This is an optimization exercise on Yosys and OpenROAD, whose aim is small area and a short achievable clock period, not a production implementation.
At most, simulation tests tie the RTL to the original design; equivalence was not proved.
The RTL of run 1 was laid out without a check of its function.
Power and IR drop assume default switching activity.

### design.v
module spi_lcd_sequencer #(
  parameter int MEM_BITS   = 10,
  parameter int ADDR_WIDTH = 8,
  parameter int DATA_BITS  = 8
) (
  input  logic                  clk,
  input  logic                  rst_n,
  input  logic                  sclk_pos_edge,
  input  logic                  sclk_neg_edge,
  input  logic                  start,
  input  logic                  wr_en,
  input  logic [ADDR_WIDTH-1:0] wr_addr,
  input  logic [MEM_BITS-1:0]   wr_data,
  output logic                  mosi,
  output logic                  cs,
  output logic                  dc,
  output logic                  busy,
  output logic                  done,
  output logic [ADDR_WIDTH-1:0] pc
);
  localparam int DEPTH = 2 ** ADDR_WIDTH;
  typedef enum logic [2:0] {
    S_IDLE,
    S_FETCH,
    S_DECODE,
    S_SHIFT,
    S_DELAY,
    S_HALT
  } state_t;
  logic [MEM_BITS-1:0]   mem_q [DEPTH];
  logic [MEM_BITS-1:0]   rd_q, rd_d;
  logic [MEM_BITS-1:0]   grp [16];
  logic [15:0]           wlo, whi;
  logic [15:0]           rlo_q, rhi_q, rlo_d, rhi_d;
  logic                  busy_q;
  logic [ADDR_WIDTH-1:0] pc_q, pc_d;
  always_comb begin
    for (int k = 0; k < 16; k++) begin
      wlo[k] = (wr_addr[3:0] == 4'(k)) & wr_en & ~busy_q;
      whi[k] = (wr_addr[7:4] == 4'(k));
    end
  end
  for (genvar i = 0; i < DEPTH; i++) begin : g_word
    always_ff @(posedge clk) begin
      if (whi[i/16] & wlo[i%16]) mem_q[i] <= wr_data;
    end
  end
  always_comb begin
    rd_d = '0;
    for (int g = 0; g < 16; g++) begin
      grp[g] = '0;
      for (int k = 0; k < 16; k++) begin
        grp[g] = grp[g] | (mem_q[16*g+k] & {MEM_BITS{rlo_q[k]}});
      end
      rd_d = rd_d | (grp[g] & {MEM_BITS{rhi_q[g]}});
    end
  end
  always_ff @(posedge clk) begin
    rd_q <= rd_d;
  end
  state_t                state_q, state_d;
  logic [DATA_BITS-1:0]  shreg_q, shreg_d;
  logic [DATA_BITS-1:0]  dly_q, dly_d;
  logic [3:0]            bcnt_q, bcnt_d;
  logic                  started_q, started_d;
  logic                  mosi_q, mosi_d;
  logic                  cs_q, cs_d;
  logic                  dc_q, dc_d;
  logic                  busy_d;
  logic                  done_q, done_d;
  logic                  pc_zero, pc_step;
  logic                  pos_ev, neg_ev;
  logic [1:0]            opcode;
  logic [DATA_BITS-1:0]  operand;
  assign pos_ev  = sclk_pos_edge;
  assign neg_ev  = sclk_neg_edge & ~sclk_pos_edge;
  assign opcode  = rd_q[MEM_BITS-1 -: 2];
  assign operand = rd_q[DATA_BITS-1:0];
  always_comb begin
    state_d   = state_q;
    shreg_d   = shreg_q;
    dly_d     = dly_q;
    bcnt_d    = bcnt_q;
    started_d = started_q;
    mosi_d    = mosi_q;
    cs_d      = cs_q;
    dc_d      = dc_q;
    busy_d    = busy_q;
    done_d    = done_q;
    pc_zero   = 1'b0;
    pc_step   = 1'b0;
    case (state_q)
      S_IDLE, S_HALT: begin
        if (state_q == S_HALT) cs_d = 1'b1;
        if (start) begin
          state_d = S_FETCH;
          pc_zero = 1'b1;
          busy_d  = 1'b1;
          done_d  = 1'b0;
        end
      end
      S_FETCH: begin
        state_d = S_DECODE;
      end
      S_DECODE: begin
        case (opcode)
          2'b00, 2'b01: begin
            shreg_d   = operand;
            dc_d      = opcode[0];
            bcnt_d    = '0;
            started_d = 1'b0;
            state_d   = S_SHIFT;
          end
          2'b10: begin
            dly_d = operand;
            if (operand == '0) begin
              pc_step = 1'b1;
              state_d = S_FETCH;
            end else begin
              state_d = S_DELAY;
            end
          end
          default: begin
            state_d = S_HALT;
            busy_d  = 1'b0;
            done_d  = 1'b1;
            cs_d    = 1'b1;
          end
        endcase
      end
      S_SHIFT: begin
        if (pos_ev) begin
          if (started_q && (bcnt_q != 4'd8)) begin
            bcnt_d = bcnt_q + 4'd1;
          end
        end else if (neg_ev) begin
          if (!started_q) begin
            started_d = 1'b1;
            cs_d      = 1'b0;
            mosi_d    = shreg_q[DATA_BITS-1];
            shreg_d   = shreg_q << 1;
          end else if (bcnt_q == 4'd8) begin
            cs_d    = 1'b1;
            pc_step = 1'b1;
            state_d = S_FETCH;
          end else begin
            mosi_d  = shreg_q[DATA_BITS-1];
            shreg_d = shreg_q << 1;
          end
        end
      end
      S_DELAY: begin
        if (pos_ev) begin
          dly_d = dly_q - 8'd1;
          if (dly_q == 8'd1) begin
            pc_step = 1'b1;
            state_d = S_FETCH;
          end
        end
      end
      default: begin
        state_d = S_IDLE;
      end
    endcase
  end
  always_comb begin
    pc_d  = pc_q;
    rlo_d = rlo_q;
    rhi_d = rhi_q;
    if (pc_zero) begin
      pc_d  = '0;
      rlo_d = 16'h0001;
      rhi_d = 16'h0001;
    end else if (pc_step) begin
      pc_d  = pc_q + 8'd1;
      rlo_d = {rlo_q[14:0], rlo_q[15]};
      if (rlo_q[15]) rhi_d = {rhi_q[14:0], rhi_q[15]};
    end
  end
  always_ff @(posedge clk or negedge rst_n) begin
    if (!rst_n) begin
      state_q   <= S_IDLE;
      pc_q      <= '0;
      rlo_q     <= 16'h0001;
      rhi_q     <= 16'h0001;
      bcnt_q    <= '0;
      started_q <= 1'b0;
      mosi_q    <= 1'b0;
      cs_q      <= 1'b1;
      dc_q      <= 1'b0;
      busy_q    <= 1'b0;
      done_q    <= 1'b0;
    end else begin
      state_q   <= state_d;
      pc_q      <= pc_d;
      rlo_q     <= rlo_d;
      rhi_q     <= rhi_d;
      bcnt_q    <= bcnt_d;
      started_q <= started_d;
      mosi_q    <= mosi_d;
      cs_q      <= cs_d;
      dc_q      <= dc_d;
      busy_q    <= busy_d;
      done_q    <= done_d;
    end
  end
  always_ff @(posedge clk) begin
    shreg_q <= shreg_d;
    dly_q   <= dly_d;
  end
  assign mosi = mosi_q;
  assign cs   = cs_q;
  assign dc   = dc_q;
  assign busy = busy_q;
  assign done = done_q;
  assign pc   = pc_q;
endmodule
### run.sh
#!/bin/bash
# synth_recipe.tcl (not shown) runs the flow's synth.tcl, then flattens the netlist and writes it again
# the make line also repeats each setting of config.mk as NAME=value (left out here)
make -C /OpenROAD-flow-scripts/flow DESIGN_CONFIG=/design/flow/config.mk WORK_HOME=/design/flow/orfs CLKGATE_MAP_FILE= SYNTH_SCRIPT=/design/flow/synth_recipe.tcl finish
### config.mk
export PLATFORM = sky130hd
export DESIGN_NAME = spi_lcd_sequencer
export DESIGN_NICKNAME = spi_lcd_sequencer
export VERILOG_FILES = /design/flow/design.v
export SDC_FILE = /design/flow/constraint.sdc
export NUM_CORES = 4
export LEC_CHECK = 0
export CAP_MARGIN = 20
export CORE_MARGIN = 2
export CORE_UTILIZATION = 65
export PLACE_DENSITY = 0.75
export SETUP_SLACK_MARGIN = 1.5
export SLEW_MARGIN = 20
### constraint.sdc
create_clock -name core_clock -period 4.4 [get_ports {clk}]
set_input_delay 0.8800 -clock core_clock [delete_from_list [all_inputs] [get_ports {clk}]]
set_output_delay 0.8800 -clock core_clock [all_outputs]
set_load 0.01 [all_outputs]
==> out/qor.txt, run 1 <==
Synth top area share: 80.8%
commonest cells after routing, fill and taps aside: edfxtp_1, a22oi_1, buf_4, a22o_1, clkbuf_16
first-pass iteration count of the detailed router: 12
vias in the first global route: 57,800
Post-Synthesis Mean Instance Area: 18.0 sq um
CP endpoint kind: flip-flop
Post-synth EDFFs: 2,576
Cells after Synth: 5,307
Die Y: 388 um
Num Clock Sinks: 2,639
largest cells by area after synthesis: edfxtp_1, a22oi_1, a22o_1, a221oi_1, dfrtp_1
Min Clock Period, post-route: 3460 ps
Place WS: 414 ps
# port buffers: 36
multi-input combinational cell area: 0.0165 sq mm
Skew-Pair Late Insertion Delay: 940 ps
Fillers: 7,306
Setup TNS Final: 0 ps
ys async rst share: 2.01%
Max H-tree Level: 5
worst vdd ir: 0.000450 V
first-pass GRT wire length: 430 mm
all-layer global routing usage: 40.8%
WL/cell: 39.9 um
antenna-violating nets left: 0
Final setup violation count: 0
startpoint types: flip-flop
core area: 0.146 sq mm
WP data required: 5180 ps
area leader, netlist: edfxtp_1
CTS tree: yes
maximum clock path buffer count: 4
CP top delay family: simple AND/OR/NAND/NOR gates
worst r2r path cells: 7
WHS: 105 ps
synthesized area: 0.0958 sq mm
period utilization: 78.7%
Die Wd: 388 um
via count: 61,700
critical path class: flip-flop to flip-flop
CP Data Arrival Time: 4240 ps
CP bufs+invs: 2
Slew Limit Headroom: 19.4%
fmax: 289 MHz
top_reg_cell synth: edfxtp_1
initial core utilization: 65.6%
sequential share of the synthesized area: 82.4%
Power, Total: 54.5 mW
final hold violation count: 0
synthesis-to-finish area growth: 17.8%
routability cong.: 0.961
crit-path cells: buf_6 -> buf_4 -> a221oi_1 -> nand3_1 -> o21ai_1 -> nand4_1 -> or4_1
drc violations: 0
1st-iter DRT viols: 12,800
Rows: 140
CP Depth: 7
max-slew violations: 0
maxcap violations: 0
Clock Skew: 73.3 ps
IO Count: 37
layout cells sized above 1: 19.3%
count of cell types in the netlist: 46
CP max-delay cell: dfrtp_4
max incr delay on CP: 640 ps
Slew @ Worst Pin: 1210 ps
#FFs+latches synth: 2,639
TritonCTS Buffers: 274
status: finished clean
total grt overflow: 0
crit-path max FO: 11
hold buffer count at cts: 0
Layout Nets: 5,913
RSZ-0062 raised after global routing: true
post-DP HPWL: 172 mm
initial antenna violation count: 28
Synthesis Warnings: 3
Reg clk slew, reported paths: 60 ps
P_leak: 36.2 nW
Via-to-Cell Ratio: 7.71
die area: 0.150 sq mm
final setup margin: 938 ps
Root Buffer: clkbuf_16
PD cells: 483 mW/mm^2
most common cell after layout, fill and taps aside: edfxtp_1
final core utilization: 77.3%
Seq. cell area: 0.0789 sq mm
routed wire length: 320 mm
largest net degree at the start of global routing: 123
Synthesized Nets: 5,336
worst hold path class: primary input to asynchronous set/reset pin
Yosys cell counts, types with 2 or more instances:
master    instances
or4_4             2
nand3_1         197
a22o_1          302
o21a_1            2
nor3_1            6
xnor2_1           6
o21ai_0         147
mux2_2            9
a21oi_1          35
dfstp_2           3
dfxtp_1          10
and3b_1           2
xor2_1            5
inv_1             7
dfrtp_1          50
nand2b_1          4
buf_2             2
or3_1             2
nor4_1            3
nand4_1         155
nor2_1          276
nand2_1         117
or4_1             9
a22oi_1         696
buf_1            90
and2_1            2
and3_1            2
nor3b_1           3
ha_1              5
a31oi_1           3
edfxtp_1       2576
clkbuf_1        257
a221oi_1        301
nor2b_1           9
worst register-to-register path, stage by stage (launching register included):
cell	delay (ps)
dfrtp_4	640
buf_6	240
buf_4	220
a221oi_1	320
nand3_1	240
o21ai_1	520
nand4_1	520
or4_1	640
per-layer routing:
metal,share of wire [%],track usage [%]
met5,0.077,0
met4,7.7,24.9
met3,18,14.5
met2,44,59.0
met1,31,53.6
area by class of cell:
type / count / share of cell area (%)
Inverter: 9 / 0.0299
Multi-Input combinational cell: 2308 / 14.7
Clock inverter: 112 / 0.771
Timing Repair Buffer: 652 / 5.95
Clock buffer: 350 / 6.45
Sequential cell: 2639 / 70.0
Antenna cell: 18 / 0.0399
Tap cell: 1917 / 2.13
power by group:
group          total, mW  switching (mW)  leakage [nW]  internal (mW)
sequential          28.1           0.284          23.9           27.8
clock               21.7            9.31          4.00           12.4
combinational       4.64            3.12          8.29           1.52
registers in the layout, indices dropped and copies added (netlist names), 3 cells and up:
| name | cells |
|---|---|
| dly_q | 8 |
| state_q | 3 |
| rhi_q | 16 |
| mem_q | 2560 |
| pc_q | 8 |
| rd_q | 10 |
| bcnt_q | 4 |
| rlo_q | 16 |
| shreg_q | 8 |
final timing paths:
check,slack [ps],startpoint,end
worst min-delay path,100,rst_n,dc_q$_DFFE_PN0P_
worst min register to register,490,cs_q$_DFFE_PN1P_,cs_q$_DFFE_PN1P_
max in group asynchronous,3690,rst_n,rlo_q[14]$_DFFE_PN0P_
worst max register to register,940,rlo_q[2]$_DFFE_PN0P_,rd_q[7]$_DFF_P_
min in group core_clock,490,cs_q$_DFFE_PN1P_,cs_q$_DFFE_PN1P_
worst max-delay path,940,rlo_q[2]$_DFFE_PN0P_,rd_q[7]$_DFF_P_
logic make-up after synthesis:
kind of cell	share of synthesized area (%)
simple gates	3.94
flops	82.4
buf+inv	1.43
fa+ha+maj	0.0653
mux	0.106
xor+xnor	0.101
compound gates	12.0
timing repair:
action	CTS	global route
pin swaps	36	68
setup endpoints to repair	209	247
resized for setup	160	171
hold endpoints to repair	0	0
cloned	6	13
buffers inserted	61	53
stage by stage:
step                instance area [sq um]  instances
finish                             113000       8005
global route                       113000       7988
CTS                                111000       7921
detailed placement                 101000       7392
floorplan                           95800       5307
global placement                   101000       7392
==> inputs of run 2 (changes only) <==
--- a/design.v
+++ b/design.v
@@ -29,33 +29,54 @@
   } state_t;
   logic [MEM_BITS-1:0]   mem_q [DEPTH];
   logic [MEM_BITS-1:0]   rd_q, rd_d;
-  logic [MEM_BITS-1:0]   grp [16];
+  logic [MEM_BITS-1:0]   grp_q [8];
+  logic [MEM_BITS-1:0]   grp_d [8];
   logic [15:0]           wlo, whi;
-  logic [15:0]           rlo_q, rhi_q, rlo_d, rhi_d;
+  logic [31:0]           csel_q, csel_d;    
+  logic [7:0]            gsel_q, gsel_d;    
+  logic                  wr_ok, wr_zero;
+  logic [MEM_BITS-1:0]   wd_q;              
+  logic [15:0]           wlo_q, whi_q;      
+  logic                  wv_zero;
   logic                  busy_q;
   logic [ADDR_WIDTH-1:0] pc_q, pc_d;
+  assign wr_ok   = wr_en & ~busy_q;
+  assign wr_zero = wr_ok & (wr_addr == '0);
+  assign wv_zero = wlo_q[0] & whi_q[0];
   always_comb begin
     for (int k = 0; k < 16; k++) begin
-      wlo[k] = (wr_addr[3:0] == 4'(k)) & wr_en & ~busy_q;
+      wlo[k] = (wr_addr[3:0] == 4'(k)) & wr_ok;
       whi[k] = (wr_addr[7:4] == 4'(k));
     end
+  end
+  always_ff @(posedge clk) begin
+    wlo_q <= wlo;
+    whi_q <= whi;
+    wd_q  <= wr_data;
   end
   for (genvar i = 0; i < DEPTH; i++) begin : g_word
     always_ff @(posedge clk) begin
-      if (whi[i/16] & wlo[i%16]) mem_q[i] <= wr_data;
-    end
+      if (whi_q[i/16] & wlo_q[i%16]) mem_q[i] <= wd_q;
+    end
+  end
+  always_comb begin
+    for (int g = 0; g < 8; g++) begin
+      grp_d[g] = '0;
+      for (int k = 0; k < 32; k++) begin
+        grp_d[g] = grp_d[g] | (mem_q[32*g+k] & {MEM_BITS{csel_q[k]}});
+      end
+    end
+    if (wr_zero)      grp_d[0] = wr_data;
+    else if (wv_zero) grp_d[0] = wd_q;
   end
   always_comb begin
     rd_d = '0;
-    for (int g = 0; g < 16; g++) begin
-      grp[g] = '0;
-      for (int k = 0; k < 16; k++) begin
-        grp[g] = grp[g] | (mem_q[16*g+k] & {MEM_BITS{rlo_q[k]}});
-      end
-      rd_d = rd_d | (grp[g] & {MEM_BITS{rhi_q[g]}});
+    for (int g = 0; g < 8; g++) begin
+      rd_d = rd_d | (grp_q[g] & {MEM_BITS{gsel_q[g]}});
     end
   end
   always_ff @(posedge clk) begin
+    for (int g = 0; g < 8; g++) grp_q[g] <= grp_d[g];
     rd_q <= rd_d;
   end
   state_t                state_q, state_d;
@@ -164,25 +185,26 @@
     endcase
   end
   always_comb begin
-    pc_d  = pc_q;
-    rlo_d = rlo_q;
-    rhi_d = rhi_q;
+    pc_d   = pc_q;
+    gsel_d = gsel_q;
+    csel_d = csel_q;
     if (pc_zero) begin
-      pc_d  = '0;
-      rlo_d = 16'h0001;
-      rhi_d = 16'h0001;
+      pc_d   = '0;
+      gsel_d = 8'h01;
+      csel_d = 32'h2;
     end else if (pc_step) begin
-      pc_d  = pc_q + 8'd1;
-      rlo_d = {rlo_q[14:0], rlo_q[15]};
-      if (rlo_q[15]) rhi_d = {rhi_q[14:0], rhi_q[15]};
-    end
+      pc_d   = pc_q + 8'd1;
+      csel_d = {csel_q[30:0], csel_q[31]};
+      if (pc_q[4:0] == 5'h1f) gsel_d = {gsel_q[6:0], gsel_q[7]};
+    end
+    if (!busy_d) csel_d = 32'h1;
   end
   always_ff @(posedge clk or negedge rst_n) begin
     if (!rst_n) begin
       state_q   <= S_IDLE;
       pc_q      <= '0;
-      rlo_q     <= 16'h0001;
-      rhi_q     <= 16'h0001;
+      gsel_q    <= 8'h01;
+      csel_q    <= 32'h1;
       bcnt_q    <= '0;
       started_q <= 1'b0;
       mosi_q    <= 1'b0;
@@ -193,8 +215,8 @@
     end else begin
       state_q   <= state_d;
       pc_q      <= pc_d;
-      rlo_q     <= rlo_d;
-      rhi_q     <= rhi_d;
+      gsel_q    <= gsel_d;
+      csel_q    <= csel_d;
       bcnt_q    <= bcnt_d;
       started_q <= started_d;
       mosi_q    <= mosi_d;
==> flow/run.sh (new file) <==
#!/bin/bash
# Layout flow: the standard synthesis, then the standard ORFS steps with
# three changes to how the layout is made: resizer footprint matching off,
# buf_4 as the port buffer cell (instead of a delay cell), and explicit
# clock-tree settings. Each step's full output goes to its own log file.
set -euo pipefail
cd "$(dirname "$0")/.."
export CTS_ARGS='-sink_clustering_enable -repair_clock_nets -sink_clustering_size 24 -sink_clustering_max_diameter 50 -buf_list "sky130_fd_sc_hd__clkbuf_16" -root_buf sky130_fd_sc_hd__clkbuf_16 -dont_use_dummy_load'
export BUFFER_PORTS_ARGS='-buffer_cell sky130_fd_sc_hd__buf_4'
sed 's|"\${@:-finish}"|MATCH_CELL_FOOTPRINT=0 "${@:-finish}"|' standard.sh > my_standard.sh
bash standard.sh synth > log_synth.txt 2>&1
bash my_standard.sh > log_layout.txt 2>&1
==> standard.sh (new file) <==
#!/bin/bash
# synth_recipe.tcl (not shown) runs the flow's synth.tcl, then flattens the netlist and writes it again
# the make line also repeats each setting of config.mk as NAME=value (left out here)
make -C /OpenROAD-flow-scripts/flow DESIGN_CONFIG=/design/flow/config.mk WORK_HOME=/design/flow/orfs CLKGATE_MAP_FILE= SYNTH_SCRIPT=/design/flow/synth_recipe.tcl "${@:-finish}"
--- a/config.mk
+++ b/config.mk
@@ -7,7 +7,7 @@
 export LEC_CHECK = 0
 export CAP_MARGIN = 20
 export CORE_MARGIN = 2
-export CORE_UTILIZATION = 65
-export PLACE_DENSITY = 0.75
-export SETUP_SLACK_MARGIN = 1.5
+export CORE_UTILIZATION = 55
+export PLACE_DENSITY = 0.7
+export SETUP_SLACK_MARGIN = 1.9
 export SLEW_MARGIN = 20
removed: run.sh
==> run 2 against run 1 <==
Compared with the run above:
- area after synthesis grew 3.4%
- power shrank 13%
- sequential share of layout area grew 6.2 points
- worst setup slack gained 880 ps
- highest routed layer unchanged
- core utilization shrank 17 points
- sequential cell count grew 130
- still clean
==> out/qor.txt, run 2 <==
WHS: 99.2 ps (-5.71 ps)
core area: 0.179 sq mm (+22%)
routability cong.: 0.920 (-4.3%)
Setup TNS Final: 0 ps (unchanged)
Layout Nets: 5,498 (-7.0%)
maximum clock path buffer count: 3 (-1)
drc violations: 0 (unchanged)
Post-DP Area: 0.102 sq mm (+0.80%)
sequential share of the synthesized area: 82.3% (about the same)
first-pass GRT wire length: 440 mm (+2.3%)
IO Count: 37 (unchanged)
Cells after Synth: 5,469 (+3.1%)
top_reg_cell synth: edfxtp_1
WL/cell: 41.7 um (+4.4%)
P_leak: 32.6 nW (-9.9%)
synthesis-to-finish area growth: 8.35%
fmax: 387 MHz (+34%)
crit-path cells: buf_4 -> and2_1
commonest cells in the netlist: edfxtp_1, a22oi_1, clkbuf_1
initial core utilization: 55.4% (-10 points)
Synth top area share: 78.1% (-2.6 points)
Slew @ Worst Pin: 1230 ps (+22.5 ps)
final core utilization: 60.1% (-17 points)
Num Clock Sinks: 2,769 (+4.9%)
Top Registers: mem_q (2560), grp_q (80), csel_q (32)
post-DP HPWL: 180 mm (+5.1%)
Die Wd: 428 um (+10%)
period utilization: 58.7% (-20 points)
crit path to: mem_q[141][9]$_DFFE_PP_
max-slew violations: 0 (unchanged)
CTS tree: yes
most common cell after layout, fill and taps aside: edfxtp_1
Synthesized Nets: 5,499 (+3.1%)
# port buffers: 36 (unchanged)
startpoint types: flip-flop
synthesized area: 0.0990 sq mm (+3.4%)
Clock Skew: 96.4 ps (+23.0 ps)
final hold violation count: 0 (unchanged)
status: finished clean
maxcap violations: 0 (unchanged)
all-layer global routing usage: 34.6% (-6.2 points)
PD cells: 443 mW/mm^2 (-8.3%)
max incr delay on CP: 930 ps (+290 ps)
critical path class: flip-flop to flip-flop
routed wire length: 327 mm (+2.3%)
CP endpoint kind: flip-flop
Max H-tree Level: 4 (-1)
WP data required: 4850 ps (-330 ps)
total grt overflow: 0 (unchanged)
hold buffer count at cts: 0 (unchanged)
RSZ-0062 raised after global routing: true
FF-to-FF End: mem_q[141][9]$_DFFE_PP_
worst r2r path cells: 2 (-5)
via count: 59,100 (-4.2%)
Finished Cell Area: 0.107 sq mm (-4.9%)
Post-synth EDFFs: 2,576 (unchanged)
initial antenna violation count: 20 (-29%)
largest cells by area after synthesis: edfxtp_1, a22oi_1, dfxtp_1, nand4_1, and2_1
worst vdd ir: 0.000469 V (+4.1%)
Via-to-Cell Ratio: 7.54 (-2.1%)
antenna-violating nets left: 0 (unchanged)
crit-path max FO: 10 (-1)
layout cells sized above 1: 7.90% (-11 points)
Post-Synthesis Mean Instance Area: 18.1 sq um (+0.32%)
Rows: 155 (+11%)
Final setup violation count: 0 (unchanged)
Reg clk slew, reported paths: 70 ps (about the same)
commonest cells after routing, fill and taps aside: edfxtp_1, a22oi_1, nand4_1, and2_1, clkbuf_16
Fillers: 12,500 (+71%)
Root Buffer: clkbuf_16
RR Startpoint: wlo_q[13]$_DFF_P_
1st-iter DRT viols: 12,000 (-6.0%)
count of cell types in the netlist: 58 (+26%)
Cells after DPL: 7,618 (+3.1%)
area leader, netlist: edfxtp_1
CP max-delay cell: dfxtp_1
first-pass iteration count of the detailed router: 6 (-6)
Slew Limit Headroom: 17.2% (-2.2 points)
vias in the first global route: 55,200 (-4.5%)
ys async rst share: 2.20% (+0.19 points)
worst hold path class: primary input to asynchronous set/reset pin
reg-to-reg slack, setup: 1820 ps (+880 ps)
largest net degree at the start of global routing: 169 (+37%)
#FFs+latches synth: 2,769 (+4.9%)
max reg flops: 2,560 (unchanged)
Critical Path Start: wlo_q[13]$_DFF_P_
final cell count without fillers: 7,840 (-2.1%)
Synthesis Warnings: 4 (+1)
Die Y: 428 um (+10%)
die area: 0.183 sq mm (+22%)
Skew-Pair Late Insertion Delay: 870 ps (-70 ps)
count leader, synth: edfxtp_1
Most flops, register: mem_q
CP Data Arrival Time: 3040 ps (-1200 ps)
Min Clock Period, post-route: 2580 ps (-879 ps)
TritonCTS Buffers: 180 (-34%)
-- run 2: worst min-delay path by stage --
| stage | to | depth (start not counted) | start |
|---|---|---|---|
| after CTS | pc_q[7]$_DFFE_PN0P_ | 1 | rst_n |
| after detailed placement | mosi_q$_DFFE_PN0P_ | 1 | shreg_q[7]$_DFFE_PP_ |
| after global placement | mosi_q$_DFFE_PN0P_ | 1 | shreg_q[7]$_DFFE_PP_ |
| after global routing | wd_q[0]$_DFF_P_ | 1 | wr_data[0] |
| after floorplan | rd_q[0]$_DFF_P_ | 2 | grp_q[6][0]$_DFF_P_ |
| final | pc_q[7]$_DFFE_PN0P_ | 1 | rst_n |
-- run 2: critical path: cells and delay by family (launching register included) --
| kind | cells | cell delay, ps |
|---|---|---|
| and+or+nand+nor | 1 | 800 |
| DFF | 1 | 930 |
| buffers and inverters | 1 | 430 |
-- run 2: metrics by stage --
stage | power, mW | setup WS [ps]
final | 47.5 | 1820
after global routing | 48.3 | 1840
after CTS | 47.2 | 1890
after detailed placement | 32.5 | 1230
after global placement | 32.5 | 1270
after floorplan | 31.2 | 1910
-- run 2: cell type report --
cell class / count / area [sq um] / share of cell area (%)
timing repair buffer: 169 / 1840 / 1.71
sequential: 2769 / 81700 / 76.2
multi-input combinational: 2336 / 16200 / 15.1
tap: 2355 / 2950 / 2.75
inverter: 12 / 45.0 / 0.0420
clock buffer: 180 / 4500 / 4.20
antenna: 19 / 47.5 / 0.0443
-- run 2: cell families after synthesis --
kind of cell             Yosys count  synth area share, %
adder cells (fa/ha/maj)            6               0.0758
buffers and inverters            364                 1.39
multiplexers                      13                0.143
AND/OR/NAND/NOR                  895                 5.36
AO/OA/AOI/OAI                   1415                 10.6
XOR/XNOR                           7               0.0619
flip-flops                      2769                 82.3
-- run 2: timing repair --
| action | 4_1_cts | 5_1_grt |
|---|---|---|
| cloned | 0 | 0 |
| resized for setup | 19 | 19 |
| endpoints found under the setup margin | 84 | 65 |
| pin swaps | 2 | 4 |
| setup buffers | 6 | 17 |
-- run 2: power by group --
group	switching [mW]	internal, mW	total [mW]
registers	0.736	29.2	29.9
logic	1.60	0.714	2.31
clock network	8.07	7.21	15.3
total	10.4	37.1	47.5
-- run 2: per-layer routing --
| layer | GRT usage (%) | share of wire [%] |
|---|---|---|
| met2 | 51.5 | 44 |
| met5 | 0 | 0.030 |
| met3 | 9.93 | 16 |
| met4 | 17.0 | 6.1 |
| met1 | 47.1 | 34 |
==> inputs of run 3 (changes only) <==
--- a/config.mk
+++ b/config.mk
@@ -9,5 +9,5 @@
 export CORE_MARGIN = 2
 export CORE_UTILIZATION = 55
 export PLACE_DENSITY = 0.7
-export SETUP_SLACK_MARGIN = 1.9
+export SETUP_SLACK_MARGIN = 2.1
 export SLEW_MARGIN = 20
==> run 3 against run 2 <==
Compared with the run above:
- maximum frequency increased by 3.0%
- worst setup slack improved by 76 ps
- clock power about the same
- non-clock buffer count increased by 120
- design area increased by 1.6%
- clock skew decreased by 9.4 ps
- largest power group unchanged
- sequential power about the same
- worst hold slack improved by 56 ps
- via count increased by 3.0%
==> out/qor.txt, run 3 <==
status: finished clean
routing usage on met3: 12.7% (+2.8 points)
total grt overflow: 0 (unchanged)
Post-Synthesis Mean Instance Area: 18.1 sq um (unchanged)
max reg flops: 2,560 (unchanged)
Clock Skew: 86.9 ps (-9.43 ps)
synthesis-to-finish area growth: 10.1%
CP max-delay cell: and2_1
RSZ-0062 raised after global routing: true
Seq. cell area: 0.0817 sq mm (about the same)
drc violations: 0 (unchanged)
met2 Use GR: 51.8% (+0.29 points)
WL/cell: 42.9 um (+2.8%)
TritonCTS Buffers: 179 (-0.56%)
1st-iter DRT viols: 12,800 (+6.5%)
commonest cells after routing, fill and taps aside: edfxtp_1, a22oi_1, nand4_1, and2_1, clkbuf_16
maxcap violations: 0 (unchanged)
Root Buffer: clkbuf_16
Slew @ Worst Pin: 1080 ps (-150 ps)
CTS tree: yes
# port buffers: 36 (unchanged)
max incr delay on CP: 840 ps (-90 ps)
Die Wd: 428 um (unchanged)
most common cell after layout, fill and taps aside: edfxtp_1
Setup TNS Final: 0 ps (unchanged)
post-DP HPWL: 178 mm (-1.1%)
Synthesis Warnings: 4 (unchanged)
startpoint types: flip-flop
core area: 0.179 sq mm (unchanged)
Slew Limit Headroom: 27.9% (+11 points)
vias in the first global route: 55,700 (+0.94%)
synthesized area: 0.0990 sq mm (unchanged)
worst vdd ir: 0.000490 V (+4.7%)
routed wire length: 342 mm (+4.7%)
worst hold path class: primary input to asynchronous set/reset pin
PD cells: 438 mW/mm^2 (-1.1%)
Skew-Pair Late Insertion Delay: 870 ps (about the same)
count leader, synth: edfxtp_1
first-pass GRT wire length: 456 mm (+3.5%)
Post-synth EDFFs: 2,576 (unchanged)
Fillers: 12,300 (-1.9%)
Cells after Synth: 5,469 (unchanged)
#FFs+latches synth: 2,769 (unchanged)
IO Count: 37 (unchanged)
CP endpoint kind: flip-flop
WP data required: 4850 ps (about the same)
Most flops, register: mem_q
Layout Nets: 5,619 (+2.2%)
all-layer global routing usage: 36.2% (+1.6 points)
routability cong.: 0.898 (-2.3%)
first-pass iteration count of the detailed router: 7 (+1)
layout cells sized above 1: 10.3% (+2.4 points)
Min Clock Period, post-route: 2510 ps (-76.4 ps)
Rows: 155 (unchanged)
multi-input combinational cell area: 0.0163 sq mm (+0.56%)
antenna-violating nets left: 0 (unchanged)
via count: 60,900 (+3.0%)
Synth top area share: 78.1% (unchanged)
initial core utilization: 55.4% (unchanged)
P_leak: 33.5 nW (+2.6%)
Top Registers: mem_q (2560), grp_q (80), csel_q (32)
crit-path cells: buf_4 -> and2_1
Synthesized Nets: 5,499 (unchanged)
final core utilization: 61.0% (+0.94 points)
Via-to-Cell Ratio: 7.63 (+1.2%)
maximum clock path buffer count: 3 (unchanged)
crit-path max FO: 10 (unchanged)
Power, Total: 47.7 mW (+0.50%)
ys async rst share: 2.20% (unchanged)
critical path class: flip-flop to flip-flop
top_reg_cell synth: edfxtp_1
Reg clk slew, reported paths: 100 ps (+30 ps)
die area: 0.183 sq mm (unchanged)
CP top delay family: simple AND/OR/NAND/NOR gates
period utilization: 57.0% (-1.7 points)
max-slew violations: 0 (unchanged)
commonest cells in the netlist: edfxtp_1, a22oi_1, clkbuf_1
fmax: 399 MHz (+3.0%)
count of cell types in the netlist: 58 (unchanged)
Final setup violation count: 0 (unchanged)
area leader, netlist: edfxtp_1
initial antenna violation count: 30 (+50%)
global route hottest layer: met2
Num Clock Sinks: 2,769 (unchanged)
CP bufs+invs: 1 (unchanged)
CP Data Arrival Time: 2960 ps (-80 ps)
largest net degree at the start of global routing: 237 (+40%)
Max H-tree Level: 4 (unchanged)
Die Y: 428 um (unchanged)
sequential share of the synthesized area: 82.3% (unchanged)
final hold violation count: 0 (unchanged)
GR Util met1: 48.4% (+1.2 points)
largest cells by area after synthesis: edfxtp_1, a22oi_1, dfxtp_1, nand4_1, and2_1
run 3: repair_timing:
item,CTS,global route
pin swaps,5,15
cloned,2,9
gates resized for setup,66,26
buffers inserted,84,44
endpoints found under the setup margin,697,81
hold endpoints to repair,0,0
hold buffers,0,0
run 3: metrics by stage:
step | hold slack, ps | cells | cell area (sq um) | setup slack (ps)
2_1_floorplan | 424 | 5469 | 99000 | 2080
3_3_place_gp | 469 | 7623 | 102000 | 1200
3_5_place_dp | 492 | 7623 | 102000 | 1160
4_1_cts | 126 | 7888 | 108000 | 1810
5_1_grt | 142 | 7945 | 109000 | 2000
6_report | 155 | 7983 | 109000 | 1890
run 3: cell type report:
cell class | count | area share (%)
Antenna cell | 41 | 0.0942
Sequential cell | 2769 | 75.0
Tap cell | 2355 | 2.70
Clock buffer | 179 | 4.11
Timing Repair Buffer | 289 | 3.11
Inverter | 12 | 0.0413
Multi-Input combinational cell | 2338 | 14.9
run 3: worst paths after layout:
check                                   startpoint                 endpoint  slack, ps  cells after the start
worst max-delay path             wlo_q[15]$_DFF_P_  mem_q[159][4]$_DFFE_PP_       1890                      2
worst min-delay path                         rst_n    csel_q[3]$_DFFE_PN0P_        150                      1
worst max register to register   wlo_q[15]$_DFF_P_  mem_q[159][4]$_DFFE_PP_       1890                      2
worst min register to register  done_q$_DFFE_PN0P_       done_q$_DFFE_PN0P_        490                      2
max in group asynchronous                    rst_n   csel_q[11]$_DFFE_PN0P_       3550                      1
min in group core_clock                 wr_data[0]          wd_q[0]$_DFF_P_        150                      1
run 3: cell families after synthesis:
kind of cell	Yosys count	synth area share [%]
buffers and inverters	364	1.39
xor gates and xnor gates	7	0.0619
muxes	13	0.143
adders and majority gates	6	0.0758
AOI/OAI and AO/OA	1415	10.6
DFF	2769	82.3
and+or+nand+nor	895	5.36
run 3: power by group:
part | internal (mW) | leakage (nW) | total, mW | switching [mW]
Sequential | 29.2 | 25.0 | 29.8 | 0.638
Combinational | 0.819 | 6.25 | 2.60 | 1.78
Clock | 7.17 | 2.21 | 15.3 | 8.15
run 3: worst reg2reg max path, cell delays in order, from the launching register on:
cell	delay [ps]
dfxtp_1	820
buf_4	410
and2_1	860
run 3: routing by layer:
layer,part of all wire (%),vias up
met5,0.051,-
met1,33,30500
met2,43,6332
li1,-,22800
met4,6.5,26
met3,17,1316
==> inputs of run 4 (changes only) <==
--- a/design.v
+++ b/design.v
@@ -38,9 +38,13 @@
   logic [MEM_BITS-1:0]   wd_q;              
   logic [15:0]           wlo_q, whi_q;      
   logic                  wv_zero;
+  state_t                state_q, state_d;
   logic                  busy_q;
   logic [ADDR_WIDTH-1:0] pc_q, pc_d;
-  assign wr_ok   = wr_en & ~busy_q;
+  logic                  running;
+  assign running = (state_q == S_FETCH) || (state_q == S_DECODE) ||
+                   (state_q == S_SHIFT) || (state_q == S_DELAY);
+  assign wr_ok   = wr_en & ~running;
   assign wr_zero = wr_ok & (wr_addr == '0);
   assign wv_zero = wlo_q[0] & whi_q[0];
   always_comb begin
@@ -79,7 +83,6 @@
     for (int g = 0; g < 8; g++) grp_q[g] <= grp_d[g];
     rd_q <= rd_d;
   end
-  state_t                state_q, state_d;
   logic [DATA_BITS-1:0]  shreg_q, shreg_d;
   logic [DATA_BITS-1:0]  dly_q, dly_d;
   logic [3:0]            bcnt_q, bcnt_d;
@@ -106,8 +109,6 @@
     mosi_d    = mosi_q;
     cs_d      = cs_q;
     dc_d      = dc_q;
-    busy_d    = busy_q;
-    done_d    = done_q;
     pc_zero   = 1'b0;
     pc_step   = 1'b0;
     case (state_q)
@@ -116,8 +117,6 @@
         if (start) begin
           state_d = S_FETCH;
           pc_zero = 1'b1;
-          busy_d  = 1'b1;
-          done_d  = 1'b0;
         end
       end
       S_FETCH: begin
@@ -143,8 +142,6 @@
           end
           default: begin
             state_d = S_HALT;
-            busy_d  = 1'b0;
-            done_d  = 1'b1;
             cs_d    = 1'b1;
           end
         endcase
@@ -184,6 +181,9 @@
       end
     endcase
   end
+  assign busy_d = (state_d == S_FETCH) || (state_d == S_DECODE) ||
+                  (state_d == S_SHIFT) || (state_d == S_DELAY);
+  assign done_d = (state_d == S_HALT);
   always_comb begin
     pc_d   = pc_q;
     gsel_d = gsel_q;
@@ -197,7 +197,7 @@
       csel_d = {csel_q[30:0], csel_q[31]};
       if (pc_q[4:0] == 5'h1f) gsel_d = {gsel_q[6:0], gsel_q[7]};
     end
-    if (!busy_d) csel_d = 32'h1;
+    if (state_d == S_IDLE || state_d == S_HALT) csel_d = 32'h1;
   end
   always_ff @(posedge clk or negedge rst_n) begin
     if (!rst_n) begin
==> flow/run.sh (replaced) <==
#!/bin/bash
# Layout flow: the standard synthesis, then the standard ORFS steps with
# three changes to how the layout is made: resizer footprint matching off,
# buf_4 as the port buffer cell (instead of a delay cell), and explicit
# clock-tree settings. Each step's full output goes to its own log file.
set -euo pipefail
cd "$(dirname "$0")/.."
export CTS_ARGS='-sink_clustering_enable -repair_clock_nets -sink_clustering_size 28 -sink_clustering_max_diameter 55 -buf_list "sky130_fd_sc_hd__clkbuf_16" -root_buf sky130_fd_sc_hd__clkbuf_16 -dont_use_dummy_load'
export BUFFER_PORTS_ARGS='-buffer_cell sky130_fd_sc_hd__buf_4'
sed 's|"\${@:-finish}"|MATCH_CELL_FOOTPRINT=0 "${@:-finish}"|' standard.sh > my_standard.sh
bash standard.sh synth > log_synth.txt 2>&1
bash my_standard.sh > log_layout.txt 2>&1
==> run 4 against run 3 <==
Compared with the run above:
- sequential power grew 1%
- largest cell class unchanged
- register-to-register slack gained 60 ps
- core utilization about the same
- design area about the same
- first-iteration DRC count decreased by 0.38%
- critical path depth increased by 4
- clock skew increased by 17 ps
- largest power group unchanged
==> out/qor.txt, run 4 <==
Synthesis Warnings: 4 (unchanged)
maximum clock path buffer count: 3 (unchanged)
WP data required: 5160 ps (+310 ps)
hold buffer count at cts: 0 (unchanged)
PD cells: 440 mW/mm^2 (+0.50%)
Layout Nets: 5,614 (-0.089%)
vias in the first global route: 55,900 (+0.34%)
Switching Share: 23.3% (+1.2 points)
worst hold path class: primary input to asynchronous set/reset pin
worst vdd ir: 0.000367 V (-25%)
RR Startpoint: csel_q[27]$_DFFE_PN0P_
max-slew violations: 0 (unchanged)
WL/cell: 42.9 um (+0.10%)
critical path class: flip-flop to flip-flop
met1 WL: 111 mm (-1.2%)
max reg flops: 2,560 (unchanged)
Setup TNS Final: 0 ps (unchanged)
Reg clk slew, reported paths: 80 ps (-20 ps)
Final setup violation count: 0 (unchanged)
Top Registers: mem_q (2560), grp_q (80), csel_q (32)
Rows: 155 (unchanged)
worst r2r path cells: 6 (+4)
Cells after Synth: 5,467 (-0.037%)
synthesized area: 0.0992 sq mm (+0.25%)
reg-to-reg slack, setup: 1950 ps (+60 ps)
Synthesized Nets: 5,497 (-0.036%)
Die Y: 429 um (+0.12%)
Finished Cell Area: 0.109 sq mm (about the same)
period utilization: 55.6% (-1.4 points)
IO Count: 37 (unchanged)
crit-path max FO: 53 (+43)
sequential share of the synthesized area: 82.1% (-0.20 points)
CP endpoint kind: flip-flop
Cell Int Power: 36.8 mW (-1.0%)
WL met3: 60.7 mm (+1.6%)
largest cells by area after synthesis: edfxtp_1, a22oi_1, dfxtp_1, and2_1, dfrtp_1
final core utilization: 61.0% (about the same)
# port buffers: 36 (unchanged)
post-DP HPWL: 182 mm (+2.4%)
area leader, netlist: edfxtp_1
drc violations: 0 (unchanged)
Max H-tree Level: 4 (unchanged)
via count: 60,500 (-0.73%)
Clock Power Share: 30.0% (-2.1 points)
Synth top area share: 77.9% (-0.19 points)
routability cong.: 0.919 (+2.3%)
first-pass GRT wire length: 457 mm (+0.22%)
TritonCTS Buffers: 160 (-11%)
Place WS: 1650 ps (+490 ps)
Post-DP Area: 0.103 sq mm (+0.29%)
count leader, synth: edfxtp_1
initial antenna violation count: 35 (+17%)
top_reg_cell synth: edfxtp_1
CTS tree: yes
layout cells sized above 1: 11.0% (+0.69 points)
first-pass iteration count of the detailed router: 6 (-1)
maxcap violations: 0 (unchanged)
commonest cells after routing, fill and taps aside: edfxtp_1, a22oi_1, and2_1, buf_4, nand4_1
Root Buffer: clkbuf_16
final hold violation count: 0 (unchanged)
status: finished clean
die area: 0.184 sq mm (+0.24%)
Num Clock Sinks: 2,769 (unchanged)
#FFs+latches synth: 2,769 (unchanged)
Power, Total: 48.0 mW (+0.55%)
Most flops, register: mem_q
Min Clock Period, post-route: 2450 ps (-61.5 ps)
total grt overflow: 0 (unchanged)
P_leak: 33.8 nW (+1.1%)
synthesis-to-finish area growth: 9.84%
Post-Synthesis Mean Instance Area: 18.2 sq um (+0.28%)
fmax: 409 MHz (+2.5%)
Die Wd: 429 um (+0.12%)
RSZ-0062 raised after global routing: true
startpoint types: flip-flop
Post-synth EDFFs: 2,576 (unchanged)
Top Layer Used: met5
core area: 0.179 sq mm (+0.11%)
commonest cells in the netlist: edfxtp_1, a22oi_1, and2_1
CP Data Arrival Time: 3210 ps (+250 ps)
all-layer global routing usage: 36.2% (about the same)
met2 wire length: 148 mm (-0.39%)
antenna-violating nets left: 0 (unchanged)
largest net degree at the start of global routing: 166 (-30%)
Via-to-Cell Ratio: 7.60 (-0.47%)
Sw Pwr: 11.2 mW (+6.0%)
Combinational Power Share: 7.1% (+1.7 points)
1st-iter DRT viols: 12,700 (-0.38%)
FF-to-FF End: grp_q[0][2]$_DFF_P_
Slew Limit Headroom: 21.9% (-6.1 points)
Skew-Pair Late Insertion Delay: 870 ps (about the same)
Clock Skew: 104 ps (+17.3 ps)
routed wire length: 342 mm (-0.16%)
power share of the sequential group: 63.0% (+0.6 points)
count of cell types in the netlist: 54 (-6.9%)
Slew @ Worst Pin: 1170 ps (+90.9 ps)
initial core utilization: 55.5% (+0.076 points)
most common cell after layout, fill and taps aside: edfxtp_1
Fillers: 12,400 (+1.5%)
ys async rst share: 2.20% (unchanged)
final setup margin: 1950 ps (+61.5 ps)
## run 4: cell count changes after synthesis, moves of 13 or more
cell / delta
a22oi_1: -276
nand4_1: -142
a221oi_1: +139
a22o_1: +139
nand3_1: +138
buf_1: +74
clkbuf_1: -72
nand2_1: -47
a21oi_1: +26
o21ai_0: +13
## run 4: power groups by stage
stage                     clock network [mW]  registers (mW)  logic (mW)
final                                   14.4            30.2        3.39
after global routing                    15.1            30.2        3.43
after CTS                               14.3            30.1        3.04
after detailed placement                   0            30.8        2.74
after global placement                     0            30.8        2.68
after floorplan                            0            30.2        1.52
## run 4: cell families after synthesis
family	synth area share (%)
fa+ha+maj	0.0756
buf+inv	1.42
flops	82.1
simple gates	5.02
compound gates	11.0
mux	0.236
xor+xnor	0.0706
## run 4: layer usage
layer | vias to the layer above | global-route usage, %
li1 | 22800 | -
met1 | 30200 | 48.0
met2 | 6247 | 52.0
met3 | 1209 | 13.2
met4 | 44 | 20.2
met5 | - | 0.0781
## run 4: layout make-up
type | count | area (sq um) | area share [%]
antenna | 25 | 62.6 | 0.0574
clock buffer | 160 | 4000 | 3.67
inverter | 14 | 52.6 | 0.0482
multi-input combinational | 2329 | 16600 | 15.2
sequential | 2769 | 81700 | 74.9
tap | 2355 | 2950 | 2.70
timing repair buffer | 310 | 3640 | 3.34
## run 4: what timing repair did
item,CTS,global route
buffers inserted,120,21
gates resized for setup,66,74
gates cloned,0,4
endpoints found under the setup margin,200,169
pin swaps,5,19
## run 4: per-stage QoR
| step | cells | hold WS (ps) |
|---|---|---|
| floorplan | 5467 | 424 |
| global placement | 7631 | 457 |
| detailed placement | 7631 | 462 |
| CTS | 7911 | 107 |
| global route | 7943 | 136 |
| finish | 7962 | 111 |
## run 4: critical path, stage by stage (launching register included)
cell and delay, ps:
dfrtp_4 510, buf_12 180, a22oi_1 350, nand4_1 140, nor4_2 360, a21oi_1 230, mux2_2 300
## run 4: worst max path at each step
| stage | depth (start not counted) | from | to |
|---|---|---|---|
| 2_1_floorplan | 7 | sclk_pos_edge | pc_q[5]$_DFFE_PN0P_ |
| 3_3_place_gp | 8 | sclk_pos_edge | csel_q[10]$_DFFE_PN0P_ |
| 3_5_place_dp | 8 | sclk_pos_edge | csel_q[28]$_DFFE_PN0P_ |
| 4_1_cts | 1 | cs_q$_DFFE_PN1P_ | cs |
| 5_1_grt | 1 | cs_q$_DFFE_PN1P_ | cs |
| 6_report | 6 | csel_q[27]$_DFFE_PN0P_ | grp_q[0][2]$_DFF_P_ |
==> inputs of run 5 (changes only) <==
--- a/config.mk
+++ b/config.mk
@@ -7,7 +7,7 @@
 export LEC_CHECK = 0
 export CAP_MARGIN = 20
 export CORE_MARGIN = 2
-export CORE_UTILIZATION = 55
-export PLACE_DENSITY = 0.7
-export SETUP_SLACK_MARGIN = 2.1
+export CORE_UTILIZATION = 58
+export PLACE_DENSITY = 0.72
+export SETUP_SLACK_MARGIN = 2.15
 export SLEW_MARGIN = 20
==> run 5 against run 4 <==
Compared with the run above:
- maximum frequency is 2.4% higher
- sequential share of layout area is 0.41 points lower
- clock skew is 18 ps lower
- synthesized cell count stayed put
==> out/qor.txt, run 5 <==
status: finished clean
RSZ-0062 raised after global routing: true
CP Data Arrival Time: 2820 ps (-390 ps)
Die Y: 418 um (-2.6%)
ys async rst share: 2.20% (unchanged)
# port buffers: 36 (unchanged)
Post-synth EDFFs: 2,576 (unchanged)
final setup margin: 2010 ps (+56.2 ps)
fmax: 419 MHz (+2.4%)
drc violations: 0 (unchanged)
Cells after Synth: 5,467 (unchanged)
Clock Skew: 86.5 ps (-17.8 ps)
CP endpoint kind: flip-flop
Synth top area share: 77.9% (unchanged)
count leader, synth: edfxtp_1
Synthesized Nets: 5,497 (unchanged)
via count: 61,600 (+1.8%)
final hold violation count: 0 (unchanged)
TritonCTS Buffers: 152 (-5.0%)
Place WS: 1480 ps (-176 ps)
core area: 0.170 sq mm (-5.1%)
period utilization: 54.3% (-1.3 points)
Final setup violation count: 0 (unchanged)
Most flops, register: mem_q
routed wire length: 350 mm (+2.5%)
P_leak: 34.0 nW (+0.52%)
commonest cells after routing, fill and taps aside: edfxtp_1, a22oi_1, and2_1, nand4_1, nand3_1
commonest cells in the netlist: edfxtp_1, a22oi_1, and2_1
WL/cell: 44.7 um (+4.2%)
Layout Nets: 5,620 (+0.11%)
worst hold path class: primary input to asynchronous set/reset pin
die area: 0.174 sq mm (-5.1%)
Min Clock Period, post-route: 2390 ps (-56.2 ps)
all-layer global routing usage: 38.7% (+2.5 points)
Slew Limit Headroom: 22.3% (+0.46 points)
startpoint types: flip-flop
Skew-Pair Late Insertion Delay: 880 ps (about the same)
Reg clk slew, reported paths: 110 ps (+30 ps)
Setup TNS Final: 0 ps (unchanged)
PD cells: 435 mW/mm^2 (-1.2%)
largest cells by area after synthesis: edfxtp_1, a22oi_1, dfxtp_1, and2_1, dfrtp_1
critical path class: flip-flop to flip-flop
reg-to-reg slack, setup: 2010 ps (+60 ps)
sequential share of the synthesized area: 82.1% (unchanged)
worst vdd ir: 0.000450 V (+22%)
synthesized area: 0.0992 sq mm (unchanged)
area leader, netlist: edfxtp_1
largest net degree at the start of global routing: 137 (-17%)
WP data required: 4830 ps (-330 ps)
initial core utilization: 58.5% (+3.0 points)
crit-path max FO: 10 (-81%)
first-pass iteration count of the detailed router: 8 (+2)
Via-to-Cell Ratio: 7.86 (+3.4%)
Fillers: 11,000 (-12%)
Root Buffer: clkbuf_16
Max H-tree Level: 4 (unchanged)
Slew @ Worst Pin: 1170 ps (-6.90 ps)
#FFs+latches synth: 2,769 (unchanged)
IO Count: 37 (unchanged)
max reg flops: 2,560 (unchanged)
Rows: 151 (-2.6%)
layout cells sized above 1: 12.1% (+1.1 points)
Num Clock Sinks: 2,769 (unchanged)
Post-Synthesis Mean Instance Area: 18.2 sq um (unchanged)
most common cell after layout, fill and taps aside: edfxtp_1
top_reg_cell synth: edfxtp_1
vias in the first global route: 56,200 (+0.59%)
count of cell types in the netlist: 54 (unchanged)
Synthesis Warnings: 4 (unchanged)
CTS tree: yes
post-DP HPWL: 177 mm (-3.0%)
synthesis-to-finish area growth: 10.5%
routability cong.: 0.978 (+6.4%)
initial antenna violation count: 32 (-8.6%)
antenna-violating nets left: 0 (unchanged)
maxcap violations: 0 (unchanged)
first-pass GRT wire length: 458 mm (+0.37%)
max-slew violations: 0 (unchanged)
Die Wd: 418 um (-2.6%)
maximum clock path buffer count: 3 (unchanged)
total grt overflow: 0 (unchanged)
1st-iter DRT viols: 13,500 (+6.5%)
Top Registers: mem_q (2560), grp_q (80), csel_q (32)
run 5: final timing paths:
path | from | endpoint | cells after the start
worst max register to register | wlo_q[1]$_DFF_P_ | mem_q[1][7]$_DFFE_PP_ | 2
min in group core_clock | wr_data[4] | wd_q[4]$_DFF_P_ | 1
worst min register to register | dc_q$_DFFE_PN0P_ | dc_q$_DFFE_PN0P_ | 1
worst min-delay path | rst_n | csel_q[6]$_DFFE_PN0P_ | 1
max in group asynchronous | rst_n | csel_q[25]$_DFFE_PN0P_ | 1
worst max-delay path | wlo_q[1]$_DFF_P_ | mem_q[1][7]$_DFFE_PP_ | 2
run 5: through the flow:
stage	hold slack [ps]	power (mW)	util (%)	std cells	instance area [sq um]
6_report	150	47.7	64.6	7838	110000
5_1_grt	149	48.3	64.6	7808	110000
4_1_cts	128	46.9	63.7	7758	108000
3_5_place_dp	466	33.5	60.3	7472	102000
3_3_place_gp	471	33.4	60.3	7472	102000
2_1_floorplan	424	31.7	-	5467	99300
run 5: cells by family (layout without fill, tap and decap cells):
group	Yosys count	after routing	share of synthesized area (%)
xor+xnor	8	8	0.0706
buf+inv	369	489	1.42
fa+ha+maj	6	6	0.0756
simple gates	852	853	5.02
mux	21	21	0.236
other cells	0	32	0
flops	2769	2769	82.1
compound gates	1442	1442	11.0
run 5: cell type report:
class	count	area, sq um	share of cell area (%)
Antenna cell	32	80.1	0.0730
Clock buffer	152	3800	3.47
Inverter	14	52.6	0.0479
Multi-Input combinational cell	2330	17000	15.5
Sequential cell	2769	81700	74.5
Tap cell	2218	2780	2.53
Timing Repair Buffer	323	4220	3.84
run 5: timing repair:
action                     CTS  global route
buffers inserted           134            34
cloned                       0            13
pin swaps                   17            57
gates resized for setup     96           167
setup endpoints to repair  407           133
hold buffers                 0             0
run 5: layer usage:
metal / vias up / track usage, % / share of wire [%]
li1: 22800 / - / -
met1: 30600 / 50.4 / 31
met2: 6752 / 55.4 / 43
met3: 1455 / 15.4 / 19
met4: 30 / 22.7 / 7.4
met5: - / 0 / 0.099
run 5: report_power, final:
group | total, mW | switching, mW | leakage (nW) | internal, mW
clock | 14.0 | 7.85 | 1.87 | 6.15
combinational | 3.57 | 2.38 | 7.14 | 1.19
sequential | 30.1 | 0.859 | 25.0 | 29.3
run 5: critical path, cell delays in order, from the launching register on:
cell and delay [ps]:
dfxtp_1 920, buf_4 370, and2_1 720
==> inputs of run 6 (changes only) <==
--- a/design.v
+++ b/design.v
@@ -36,7 +36,7 @@
   logic [7:0]            gsel_q, gsel_d;    
   logic                  wr_ok, wr_zero;
   logic [MEM_BITS-1:0]   wd_q;              
-  logic [15:0]           wlo_q, whi_q;      
+  logic [15:0]           wlo_nq, whi_nq;    
   logic                  wv_zero;
   state_t                state_q, state_d;
   logic                  busy_q;
@@ -46,7 +46,7 @@
                    (state_q == S_SHIFT) || (state_q == S_DELAY);
   assign wr_ok   = wr_en & ~running;
   assign wr_zero = wr_ok & (wr_addr == '0);
-  assign wv_zero = wlo_q[0] & whi_q[0];
+  assign wv_zero = ~(wlo_nq[0] | whi_nq[0]);
   always_comb begin
     for (int k = 0; k < 16; k++) begin
       wlo[k] = (wr_addr[3:0] == 4'(k)) & wr_ok;
@@ -54,13 +54,13 @@
     end
   end
   always_ff @(posedge clk) begin
-    wlo_q <= wlo;
-    whi_q <= whi;
+    wlo_nq <= ~wlo;
+    whi_nq <= ~whi;
     wd_q  <= wr_data;
   end
   for (genvar i = 0; i < DEPTH; i++) begin : g_word
     always_ff @(posedge clk) begin
-      if (whi_q[i/16] & wlo_q[i%16]) mem_q[i] <= wd_q;
+      if (!(whi_nq[i/16] | wlo_nq[i%16])) mem_q[i] <= wd_q;
     end
   end
   always_comb begin
--- a/config.mk
+++ b/config.mk
@@ -9,5 +9,5 @@
 export CORE_MARGIN = 2
 export CORE_UTILIZATION = 58
 export PLACE_DENSITY = 0.72
-export SETUP_SLACK_MARGIN = 2.15
+export SETUP_SLACK_MARGIN = 2.1
 export SLEW_MARGIN = 20
==> run 6 against run 5 <==
Compared with the run above:
- synthesized cell count is 0.35% lower
- largest cell class unchanged
- worst hold slack worse by 2.9 ps
- via count is 0.59% higher
- cell count is 1.7% higher
- worst setup slack worse by 28 ps
- still clean
- register-to-register slack worse by 30 ps
- die area is 0.59% lower
- design area is 0.29% higher
- critical path depth is 3 higher
- wire length is 0.88% lower
- sequential power hardly changed
- non-clock buffer count is 190 higher
==> out/qor.txt, run 6 <==
status: finished clean
Clock Skew: 116 ps (+29.4 ps)
Slew @ Worst Pin: 1400 ps (+239 ps)
Setup TNS Final: 0 ps (unchanged)
commonest cells after routing, fill and taps aside: edfxtp_1, a22oi_1, buf_4, nor2_1, nand4_1
period utilization: 54.9% (+0.63 points)
worst hold path class: primary input to asynchronous set/reset pin
WL/cell: 43.6 um (-2.5%)
all-layer global routing usage: 39.3% (+0.56 points)
worst r2r path cells: 5 (+3)
CTS tree: yes
vias in the first global route: 56,900 (+1.2%)
post-DP HPWL: 187 mm (+5.4%)
area leader, netlist: edfxtp_1
ys async rst share: 2.20% (unchanged)
Num Clock Sinks: 2,769 (unchanged)
CP endpoint kind: flip-flop
Post-Synthesis Mean Instance Area: 18.1 sq um (-0.25%)
fmax: 414 MHz (-1.2%)
PD cells: 443 mW/mm^2 (+1.8%)
Root Buffer: clkbuf_16
Max H-tree Level: 4 (unchanged)
CP bufs+invs: 2 (+1)
1st-iter DRT viols: 13,800 (+2.2%)
largest cells by area after synthesis: edfxtp_1, a22oi_1, dfxtp_1, dfrtp_1, a22o_1
CP Data Arrival Time: 3120 ps (+300 ps)
CP top delay family: simple AND/OR/NAND/NOR gates
WP data required: 5110 ps (+280 ps)
mux contribution to synthesized area: 0.216% (-0.020 points)
TritonCTS Buffers: 151 (-0.66%)
max reg flops: 2,560 (unchanged)
Die Wd: 416 um (-0.30%)
Slew Limit Headroom: 6.26% (-16 points)
Top Registers: mem_q (2560), grp_q (80), csel_q (32)
IO Count: 37 (unchanged)
via count: 61,900 (+0.59%)
final hold violation count: 0 (unchanged)
largest family of logic cells by synthesized area: compound AO/OA/AOI/OAI gates
RR Startpoint: csel_q[27]$_DFFE_PN0P_
Post-synth EDFFs: 2,576 (unchanged)
count leader, synth: edfxtp_1
antenna-violating nets left: 0 (unchanged)
Cells after Synth: 5,448 (-0.35%)
worst vdd ir: 0.000510 V (+13%)
Post-Synth Simple-Gate Area: 4.41% (-0.61 points)
initial antenna violation count: 28 (-13%)
most common cell after layout, fill and taps aside: edfxtp_1
drc violations: 0 (unchanged)
CP max-delay cell: dfrtp_4
Compound-Gate Fraction of Synth Area: 11.0% (about the same)
die area: 0.173 sq mm (-0.59%)
routed wire length: 347 mm (-0.88%)
maximum clock path buffer count: 3 (unchanged)
max incr delay on CP: 640 ps (-280 ps)
CP Depth: 5 (+3)
Final setup violation count: 0 (unchanged)
Synthesized Nets: 5,478 (-0.35%)
# port buffers: 36 (unchanged)
Adder-Cell Fraction of Synth Area: 0.0761% (+0.00046 points)
maxcap violations: 0 (unchanged)
Rows: 151 (unchanged)
first-pass iteration count of the detailed router: 8 (unchanged)
FF-to-FF End: grp_q[1][3]$_DFF_P_
P_leak: 34.3 nW (+0.94%)
top_reg_cell synth: edfxtp_1
Die Y: 416 um (-0.30%)
WHS: 147 ps (-2.87 ps)
reg-to-reg slack, setup: 1980 ps (-30 ps)
crit-path max FO: 11 (+1)
layout cells sized above 1: 15.1% (+3.0 points)
synthesis-to-finish area growth: 11.5%
largest net degree at the start of global routing: 169 (+23%)
RSZ-0062 raised after global routing: true
routability cong.: 0.923 (-5.7%)
max-slew violations: 0 (unchanged)
#FFs+latches synth: 2,769 (unchanged)
initial core utilization: 58.3% (-0.16 points)
startpoint types: flip-flop
Synthesis Warnings: 4 (unchanged)
Via-to-Cell Ratio: 7.77 (-1.1%)
Skew-Pair Late Insertion Delay: 860 ps (-20 ps)
commonest cells in the netlist: edfxtp_1, a22oi_1, nor2_1
hold buffer count at cts: 0 (unchanged)
Layout Nets: 5,763 (+2.5%)
total grt overflow: 0 (unchanged)
synthesized area: 0.0986 sq mm (-0.60%)
sequential share of the synthesized area: 82.6% (+0.50 points)
Fillers: 10,800 (-1.6%)
first-pass GRT wire length: 465 mm (+1.4%)
Most flops, register: mem_q
Reg clk slew, reported paths: 90 ps (-20 ps)
Synth top area share: 78.4% (+0.47 points)
core area: 0.169 sq mm (-0.33%)
xor/xnor share of the synthesized area: 0.0977% (+0.027 points)
Min Clock Period, post-route: 2420 ps (+27.9 ps)
critical path class: flip-flop to flip-flop
count of cell types in the netlist: 64 (+19%)
crit-path cells: buf_4 -> buf_12 -> a221oi_1 -> nand3_1 -> or4_1
## run 6: cell count changes after synthesis, sizes merged, moves of 6 or more
| cell | previous run | this run |
|---|---|---|
| nor4 | 16 | 10 |
| a21oi | 62 | 25 |
| buf | 105 | 131 |
| nand4 | 179 | 188 |
| nor3 | 15 | 5 |
| o21ai | 38 | 2 |
| and2 | 257 | 5 |
| nor2 | 53 | 321 |
| a2bb2oi | 0 | 8 |
| nand3 | 171 | 165 |
| nor2b | 1 | 8 |
| a22oi | 1029 | 1042 |
| nand2 | 60 | 47 |
| xor2 | 2 | 8 |
## run 6: through the flow
stage	power (mW)	util, %	setup slack, ps	cells	cell area, sq um
floorplan	32.0	-	2100	5448	98700
global placement	34.2	60.9	1600	7624	103000
detailed placement	34.3	61.0	1620	7629	103000
CTS	47.9	64.5	2010	7918	109000
global route	49.3	65.0	2000	7954	110000
finish	48.7	65.0	1980	7971	110000
## run 6: how the worst max path moves through the flow
| stage | start | to |
|---|---|---|
| after detailed placement | state_q[0]$_DFF_PN0_ | grp_q[0][2]$_DFF_P_ |
| after global placement | csel_q[5]$_DFFE_PN0P_ | grp_q[6][4]$_DFF_P_ |
| after floorplan | sclk_pos_edge | csel_q[0]$_DFFE_PN1P_ |
| after CTS | cs_q$_DFFE_PN1P_ | cs |
| final | csel_q[27]$_DFFE_PN0P_ | grp_q[1][3]$_DFF_P_ |
| after global routing | dly_q[1]$_DFFE_PP_ | csel_q[11]$_DFFE_PN0P_ |
## run 6: per-layer routing
layer  GRT usage, %  share of wire, %  vias up
met5              0             0.044        -
met4           24.7               8.3       20
met3           15.0                18     1476
met2           55.7                42     6842
met1           51.3                31    30600
li1               -                 -    23000
## run 6: cells by family (layout without fill, tap and decap cells)
| kind of cell | Yosys count | in the layout |
|---|---|---|
| buffers and inverters | 391 | 674 |
| other | 0 | 22 |
| adders and majority gates | 6 | 6 |
| xor gates and xnor gates | 11 | 11 |
| muxes | 19 | 19 |
| AOI/OAI and AO/OA | 1404 | 1404 |
| DFF | 2769 | 2769 |
| and+or+nand+nor | 848 | 848 |
## run 6: area by class of cell
class                           count  area (sq um)  area share [%]
Clock buffer                      151          3780            3.44
Timing Repair Buffer              513          5420            4.93
Antenna cell                       22          55.1          0.0501
Sequential cell                  2769         81700            74.3
Tap cell                         2218          2780            2.52
Multi-Input combinational cell   2288         16200            14.7
Inverter                           10          37.5          0.0341
## run 6: power by group
part | switching (mW) | total, mW | internal [mW]
Sequential | 1.12 | 30.4 | 29.3
Combinational | 2.89 | 4.34 | 1.45
Clock | 7.84 | 13.9 | 6.11
## run 6: worst register-to-register path: cells and delay by family, from the launching register on
family | cells | cell delay (ps)
and+or+nand+nor | 2 | 740
DFF | 1 | 640
buffers and inverters | 2 | 400
AOI/OAI and AO/OA | 1 | 490
## run 6: repair_timing
item                                    4_1_cts  5_1_grt
resized for setup                            78       90
pin swaps                                     8       24
setup buffers                               136       25
endpoints found under the setup margin      133       94
cloned                                        2        5

==> afterwards: timing with drivers on the ports <==
The results above use ideal ports. As a check the final layouts listed here were re-extracted and re-timed, cells and wires unchanged. Step 1, drivers: a clkbuf_16 drives clk and a buf_2 each remaining input, both assumed. Step 2 adds t to the input delays and takes it off the output delays; t is the mean of the earliest and latest rising clock arrival at the registers after step 1. Input paths then give back, and output paths get back, about the clock's delay inside the block. Three values: no drivers, after step 1, after step 2; two values: the first two.
run	t, ns	slack for setup (ns)	hold slack, ns	worst setup path at the end	pins driven straight from the clock port
run 1	0.988	0.938 / 0.938 / 0.403	0.105 / 0.047 / 0.486	input to register	1
run 2	0.915	1.816 / 1.816 / 1.299	0.099 / 0.053 / 0.475	input to register	1
run 3	0.912	1.893 / 1.893 / 1.623	0.155 / 0.100 / 0.491	input to register	1
run 4	0.924	1.954 / 1.951 / 1.799	0.111 / 0.045 / 0.485	input to register	1
run 5	0.926	2.011 / 1.972 / 1.576	0.150 / 0.082 / 0.507	input to register	1
run 6	0.894	1.983 / 1.949 / 1.690	0.147 / 0.086 / 0.527	input to register	1
After both steps setup and hold are still met in every run listed. For run 1, which loses most, drivers alone change the setup slack by 0.000 ns; drivers and shift together by -0.535 ns.
